Background: an optimization exercise with open tools, aiming at small area, a short achievable clock period and few clock cycles. Do not read the settings as production practice.
Only simulation tests tie the RTL to the original design; equivalence was not proved.

## run 2
## md_unit
module md_unit
#(
    parameter int MULT_CYCLES = 5,
    parameter int DIV_CYCLES  = 10
) (
    input  logic        clk,
    input  logic        reset,
    input  logic        start,
    input  logic        cancel,
    input  logic [2:0]  op,
    input  logic [31:0] a,
    input  logic [31:0] b,
    output logic        busy,
    output logic [31:0] hi,
    output logic [31:0] lo
);
Size: ~140 flip-flops, ~140 I/O pins, roughly 0.031 mm² of cells after synthesis.
==> module md_unit, before the edit <==
module md_unit
#(
    parameter int MULT_CYCLES = 5,
    parameter int DIV_CYCLES  = 10
) (
    input  logic        clk,
    input  logic        reset,
    input  logic        start,
    input  logic        cancel,
    input  logic [2:0]  op,
    input  logic [31:0] a,
    input  logic [31:0] b,
    output logic        busy,
    output logic [31:0] hi,
    output logic [31:0] lo
);
    logic [31:0] ra;             
    logic [31:0] rb;             
    logic        first;          
    logic        fix;            
    logic        isdiv;
    logic        sg;             
    logic        an;             
    logic [2:0]  cnt;            
    logic accept, mul_op, div_op, sg_op;
    assign accept = start && !cancel && !busy;
    assign mul_op = (op == 3'd1) || (op == 3'd2);
    assign div_op = (op == 3'd3) || (op == 3'd4);
    assign sg_op  = (op == 3'd1) || (op == 3'd3);
    function automatic logic [2:0] nchunks(input logic [31:0] x, input logic s);
        logic f1, f2, f3;
        f1 = !(|x[31:7])  | (s & (&x[31:7]));
        f2 = !(|x[31:15]) | (s & (&x[31:15]));
        f3 = !(|x[31:23]) | (s & (&x[31:23]));
        if (f1)                nchunks = 3'd1;
        else if (f2)           nchunks = 3'd2;
        else if (f3)           nchunks = 3'd3;
        else if (s | !x[31])   nchunks = 3'd4;
        else                   nchunks = 3'd5;
    endfunction
    logic [2:0] na, nb;          
    logic [5:0] lza, lzb;        
    assign na = nchunks(ra, sg);
    assign nb = nchunks(rb, sg);
    logic [5:0] lsa, lsb;
    md_clz32 u_lza (.x(rb ^ {32{rb[31]}}), .n(lsa));
    md_clz32 u_lzb (.x(ra ^ {32{ra[31]}}), .n(lsb));
    assign lza = (sg | !rb[31]) ? lsa : 6'd0;
    assign lzb = (sg | !ra[31]) ? lsb : 6'd0;
    logic       swap;            
    logic [2:0] nm;              
    assign swap = na < nb;
    assign nm   = swap ? na : nb;
    logic        a_neg, b_neg;
    assign a_neg = sg & rb[31];
    assign b_neg = sg & ra[31];
    logic signed [7:0] need;         
    logic       dquick;              
    logic [3:0] dnib;                
    assign need   = 8'(lzb) - 8'(lza) + 8'(a_neg) + 8'd1;
    assign dquick = need <= 8'sd0;
    assign dnib   = (need > 8'sd28) ? 4'd8 : 4'((need + 8'sd3) >>> 2);
    logic [31:0] a_mag;
    assign a_mag = a_neg ? -rb : rb;
    logic [31:0] sh_in;
    logic [2:0]  sh;
    logic [63:0] sh_out;
    assign sh_in  = a_mag;
    assign sh     = 3'(4'd8 - dnib);
    assign sh_out = {32'd0, sh_in} << {sh, 2'b00};
    logic [31:0] xm;             
    logic [31:0] ym;             
    logic [2:0]  mj;             
    logic [39:0] ye;
    logic [8:0]  ych;            
    logic [63:0] acc_in, acc_out;
    assign xm     = (first & swap) ? rb : ra;
    assign ym     = (first & swap) ? ra : rb;
    assign mj     = first ? 3'(nm - 3'd1) : cnt;
    assign ye     = {{8{sg & ym[31]}}, ym};
    always_comb begin
        case (mj)
            3'd0:    ych = {ye[7:0], 1'b0};
            3'd1:    ych = ye[15:7];
            3'd2:    ych = ye[23:15];
            3'd3:    ych = ye[31:23];
            default: ych = ye[39:31];
        endcase
    end
    assign acc_in = first ? 64'd0 : {hi, lo};
    md_mac8 u_mac (.x({sg & xm[31], xm}), .y(ych), .acc(acc_in), .o(acc_out));
    logic [31:0] dr_in, dq_in, dr_out, dq_out;
    assign dr_in = first ? sh_out[63:32] : hi;
    assign dq_in = first ? sh_out[31:0]  : lo;
    md_div4 u_div (.r_in(dr_in), .q_in(dq_in), .dx(b_neg ? ra : ~ra), .cin(!b_neg),
                   .r_out(dr_out), .q_out(dq_out));
    logic        dfix;           
    logic        dlast;          
    assign dfix  = (first ? a_neg : an) | b_neg;
    assign dlast = first ? (dnib == 4'd1) : (cnt == 3'd0);
    logic [31:0] hi_neg, lo_neg;
    assign hi_neg = an ? -hi : hi;
    assign lo_neg = (an ^ b_neg) ? -lo : lo;
    always_ff @(posedge clk) begin
        if (reset) begin
            busy <= 1'b0;
            hi   <= '0;
            lo   <= '0;
        end else if (!busy) begin
            if (accept) begin
                if (op == 3'd5) hi <= a;
                if (op == 3'd6) lo <= a;
                if (mul_op || (div_op && b != 32'd0)) busy <= 1'b1;
            end
        end else if (!isdiv) begin
            {hi, lo} <= acc_out;
            if (mj == 3'd0) busy <= 1'b0;
        end else if (fix) begin
            hi   <= hi_neg;
            lo   <= lo_neg;
            busy <= 1'b0;
        end else if (first && dquick) begin
            hi   <= rb;
            lo   <= '0;
            busy <= 1'b0;
        end else begin
            hi <= dr_out;
            lo <= dq_out;
            if (dlast && !dfix) busy <= 1'b0;
        end
    end
    always_ff @(posedge clk) begin
        if (!busy) begin
            ra    <= b;
            rb    <= a;
            first <= 1'b1;
            fix   <= 1'b0;
            isdiv <= div_op;
            sg    <= sg_op;
        end else begin
            first <= 1'b0;
            if (!isdiv) begin
                ra  <= xm;
                rb  <= ym;
                cnt <= mj - 3'd1;
            end else begin
                if (first) begin
                    an  <= a_neg;
                    cnt <= 3'(dnib - 4'd2);
                end else begin
                    cnt <= cnt - 3'd1;
                end
                if (dlast) fix <= 1'b1;
            end
        end
    end
endmodule
export LEC_CHECK = 0
export ABC_AREA = 1
export CAP_MARGIN = 20
export CORE_MARGIN = 2
export CORE_UTILIZATION = 40
export SLEW_MARGIN = 20
create_clock -name core_clock -period 100.0 [get_ports {clk}]
standard.sh (not shown) runs the stock make flow with config.mk's settings and CLKGATE_MAP_FILE= SYNTH_SCRIPT=/design/flow/synth_recipe.tcl, a recipe that flattens the netlist after the stock synthesis.
==> flow/flow/run.sh <==
#!/bin/bash
# The standard layout, with the resizer's repair_timing asked for a large setup margin so
# that it shortens the register-to-register paths well below the clock period.
set -euo pipefail
bash standard.sh SETUP_SLACK_MARGIN=78.5 finish > standard_flow.log 2>&1
Testbench counts of run 2, summed over its fixed seeds: cycles 69,983.
#### Input delta (run 1 over run 2)
diff --git a/flow/design.v b/flow/design.v
--- a/flow/design.v
+++ b/flow/design.v
@@ -187,6 +187,6 @@
     logic [8:0]  ych;            
     logic [63:0] acc_in, acc_out;
-    assign xm     = (first & swap) ? rb : ra;
-    assign ym     = (first & swap) ? ra : rb;
+    assign xm     = swap ? rb : ra;
+    assign ym     = swap ? ra : rb;
     assign mj     = first ? 3'(nm - 3'd1) : cnt;
     assign ye     = {{8{sg & ym[31]}}, ym};
@@ -253,6 +253,4 @@
             first <= 1'b0;
             if (!isdiv) begin
-                ra  <= xm;
-                rb  <= ym;
                 cnt <= mj - 3'd1;
             end else begin
--- outcome ---
- Between run 2 and run 1, the post-route clock period utilization figures differ only marginally.
- Run 2 -> run 1: synthesized cell count decreased by a few percent
- Run 1 vs run 2, sequential share of layout area went up by 0.27 points.
- Sort run 1 and run 2 by non-clock inverter count in the final layout, ascending, and run 2 comes first.
- Share of synthesized area spent on multiplexers: run 1 vs run 2, no meaningful difference
Testbench counts of run 1, summed over its fixed seeds: cycles 69,983.

afterwards: timing with drivers on the ports:
Ports are ideal in the flow. The routed layouts listed here were re-timed in OpenROAD. Step 1 sets driving cells, clkbuf_16 on the clock port and buf_2 on the other inputs (assumed; they add their load-dependent delay and slew). Step 2 moves the port delays by t, midway between the first and last clock arrival at a register: inputs arrive t later, outputs are due t later. That takes back most of the time a late clock gives input paths. Slacks: no drivers / after step 1 / after step 2; pairs: no drivers / after step 1.
run | shift t [ns] | setup WS [ns] | cell pins on the clock port's net
run 2 | 0.524 | 78.522 / 78.465 / 78.079 | 1
run 1 | 0.569 | 78.504 / 78.434 / 78.061 | 1
After both steps every run listed still meets setup and hold.
